This design comes from an exercise in tuning for small area on the open sky130 flow, not from production work.
Function was checked by simulation only, so behaviour that the tests miss may differ from the original.
Power is estimated from default activity; no workload was simulated.

==> run a <==
Design gm_curve_mc, start of the top module:
module gm_curve_mc #(
    parameter int  CH_NUM   = 3,
    parameter int  DATI_SZ  = 10,
    parameter int  DATO_SZ  = 10,
    parameter int  SEG_BITS = 4,
    localparam int CHW      = (CH_NUM > 1) ? $clog2(CH_NUM) : 1
) (
    input  logic                      pclk,
    input  logic                      prst,
    input  logic [CH_NUM*DATI_SZ-1:0] px_i,
    input  logic                      px_vld_i,
    input  logic                      frm_str,
    input  logic                      gm_en,
    input  logic [4:0]                gm_str,
    input  logic                      tbl_we,
    input  logic [CHW-1:0]            tbl_ch,
    input  logic [SEG_BITS:0]         tbl_addr,
    input  logic [DATO_SZ-1:0]        tbl_wdat,
    input  logic                      tbl_upd,
    output logic                      tbl_upd_pend,
    output logic [CH_NUM*DATO_SZ-1:0] px_o,
    output logic                      px_vld_o
);
==> flow/config.mk <==
export PLATFORM = sky130hd
export DESIGN_NAME = gm_curve_mc
export DESIGN_NICKNAME = gm_curve_mc
export VERILOG_FILES = /design/flow/design.v
export SDC_FILE = /design/flow/constraint.sdc
export NUM_CORES = 4
export LEC_CHECK = 0
export CAP_MARGIN = 20
export CORE_MARGIN = 2
export CORE_UTILIZATION = 60
export CTS_CLUSTER_DIAMETER = 100
export CTS_CLUSTER_SIZE = 30
export GPL_TIMING_DRIVEN = 0
export SLEW_MARGIN = 20
export SYNTH_HIERARCHICAL = 1
==> flow/constraint.sdc <==
create_clock -name core_clock -period 10.0 [get_ports {pclk}]
set_input_delay 2.0000 -clock core_clock [delete_from_list [all_inputs] [get_ports {pclk}]]
set_output_delay 2.0000 -clock core_clock [all_outputs]
set_load 0.01 [all_outputs]
run.sh (not shown) runs the stock make flow with config.mk's settings and CLKGATE_MAP_FILE= SYNTH_SCRIPT=/design/flow/synth_recipe.tcl, a recipe that flattens the netlist after the stock synthesis.
==> run b: changes against run a <==
--- a/flow/design.v
+++ b/flow/design.v
@@ -127,11 +127,13 @@
         gm_curve_mc_aosel #(.N(NE+1), .W(DATO_SZ)) u_sel_e (
             .d({w_ei, r_act_e}), .sel(w_hot_e), .y(w_e));
         logic [DXW-1:0]     w_sel;
         logic [DATO_SZ-1:0] w_nm0, w_nm1, w_nm2, w_nm3, w_nm4, w_nm5, w_ny0;
         logic [DATO_SZ-1:0] w_ncrv;
-        assign w_sel = w_dx ^ {DXW{w_k[0]}};
+        for (genvar i = 0; i < DXW; i++) begin : g_sel
+            gm_curve_mc_xor2 u (.a(w_dx[i]), .b(w_k[0]), .y(w_sel[i]));
+        end
         assign w_nm0 = ~(w_sel[0] ? w_o : w_e);
         assign w_nm1 = ~(w_sel[1] ? w_o : w_e);
         assign w_nm2 = ~(w_sel[2] ? w_o : w_e);
         assign w_nm3 = ~(w_sel[3] ? w_o : w_e);
         assign w_nm4 = ~(w_sel[4] ? w_o : w_e);
@@ -291,11 +293,45 @@
 ) (
     input  logic [N*W-1:0] d,
     input  logic [N-1:0]   sel,
     output logic [W-1:0]   y
 );
-    always_comb begin
-        y = '0;
-        for (int i = 0; i < N; i++)
-            y = y | (d[i*W +: W] & {W{sel[i]}});
+    localparam int NG = (N + 2) / 3;             
+    for (genvar b = 0; b < W; b++) begin : g_b
+        logic [NG-1:0] w_g;                      
+        for (genvar g = 0; g < NG; g++) begin : g_g
+            if (N - 3*g >= 3) begin : g3
+                gm_curve_mc_aoi3 u (
+                    .a0(d[(3*g)*W + b]),   .b0(sel[3*g]),
+                    .a1(d[(3*g+1)*W + b]), .b1(sel[3*g+1]),
+                    .a2(d[(3*g+2)*W + b]), .b2(sel[3*g+2]),
+                    .y(w_g[g]));
+            end else if (N - 3*g == 2) begin : g2
+                gm_curve_mc_aoi2 u (
+                    .a0(d[(3*g)*W + b]),   .b0(sel[3*g]),
+                    .a1(d[(3*g+1)*W + b]), .b1(sel[3*g+1]),
+                    .y(w_g[g]));
+            end else begin : g1
+                assign w_g[g] = ~(d[(3*g)*W + b] & sel[3*g]);
+            end
+        end
+        assign y[b] = ~&w_g;
     end
 endmodule
+module gm_curve_mc_aoi3 (
+    input  logic a0, b0, a1, b1, a2, b2,
+    output logic y
+);
+    assign y = ~((a0 & b0) | (a1 & b1) | (a2 & b2));
+endmodule
+module gm_curve_mc_aoi2 (
+    input  logic a0, b0, a1, b1,
+    output logic y
+);
+    assign y = ~((a0 & b0) | (a1 & b1));
+endmodule
+module gm_curve_mc_xor2 (
+    input  logic a, b,
+    output logic y
+);
+    assign y = a ^ b;
+endmodule
==> flow/flow/run.sh (new file) <==
#!/bin/bash
# Layout flow: the standard layout (standard.sh) with the standard
# synthesis unchanged. One setting differs after synthesis: the port buffers
# are sky130_fd_sc_hd__buf_2 cells (every input and output still gets its own
# buffer, as in the standard flow).
# Each step's full output goes to a log file in this folder; ORFS's own
# per-step logs stay under orfs/logs/.
set -euo pipefail
cd "$(dirname "$0")/.."
bash standard.sh synth > synth.log 2>&1
bash standard.sh "BUFFER_PORTS_ARGS=-buffer_cell sky130_fd_sc_hd__buf_2" \
    finish > layout.log 2>&1
==> flow/standard.sh (new file) <==
#!/bin/bash
# synth_recipe.tcl (not shown) runs the flow's synth.tcl, then flattens the netlist and writes it again
# the make line also repeats each setting of config.mk as NAME=value (left out here)
make -C /OpenROAD-flow-scripts/flow DESIGN_CONFIG=/design/flow/config.mk WORK_HOME=/design/flow/orfs CLKGATE_MAP_FILE= SYNTH_SCRIPT=/design/flow/synth_recipe.tcl "${@:-finish}"
removed: flow/run.sh
==> Flow_metrics.wiki <==
{| class="wikitable"
! Metric !! Value
|-
| Worst-case vdd ir drop || ~0.20 mV
|-
| Signal arrival time at the worst endpoint || 10.39 ns
|-
| Fraction of layout cells with a size suffix above 1 || 0.152
|-
| Insertion delay to the later sink of the worst-skew pair || 0.65 ns
|-
| Portion of total power attributed to combinational logic || 0.370
|-
| Count of clock buffers in the final design || 63
|-
| Number of ordinary and repair buffers in the finished layout || 290
|-
| Routed met2 length || slightly above 50 mm
|-
| Status || finished clean
|-
| Floorplan Core Area || 77500 µm²
|-
| Seq pwr || 0.00560 W
|-
| Clock buffers created by TritonCTS || 47
|-
| Per-cell via count in the routed design || 6.17
|-
| CP Buf/Inv Count || 3
|}
Source of the figures above: run a

==> Flow_metrics.wiki <==
{| class="wikitable"
! Metric !! Value
|-
| Count of clock buffers in the final design || just under 60
|-
| Per-cell via count in the routed design || 6.31
|-
| Clock buffers created by TritonCTS || 44
|-
| Worst-case vdd ir drop || around 0.22 mV
|-
| Insertion delay to the later sink of the worst-skew pair || 0.64 ns
|-
| Number of ordinary and repair buffers in the finished layout || 277
|-
| Portion of total power attributed to combinational logic || 0.335
|-
| Status || finished clean
|-
| Seq pwr || 0.00559 W
|-
| CP Buf/Inv Count || 2
|-
| Floorplan Core Area || 75700 µm²
|}
Source of the figures above: run b

## static timing again, ports no longer ideal
How much do the figures lean on ideal ports? The routed layouts below were timed once more, with nothing changed but the port constraints. Step 1 sets driving cells, clkbuf_16 on the clock port and buf_2 on the other inputs (assumed; they add their load-dependent delay and slew). Step 2 moves the port delays by t, midway between the first and last clock arrival at a register: inputs arrive t later, outputs are due t later. That takes back most of the time a late clock gives input paths. Three values: ideal ports, drivers, drivers and shift; two values: the first two.
run | shift t [ns] | setup slack, ns | worst hold slack (ns) | latest minus earliest clock arrival (ns) | worst slew at a driven data input, ns
run a | 0.691 | 0.171 / 0.185 / -0.506 | 0.357 / 0.357 / 0.357 | 0.056 / 0.056 | 0.11
run b | 0.683 | 0.229 / 0.231 / -0.453 | 0.366 / 0.366 / 0.366 | 0.047 / 0.047 | 0.06
With both steps, setup timing fails in run a and run b, where it was met with ideal ports. For run b, which loses most, drivers alone change the setup slack by +0.002 ns; drivers and shift together by -0.682 ns.
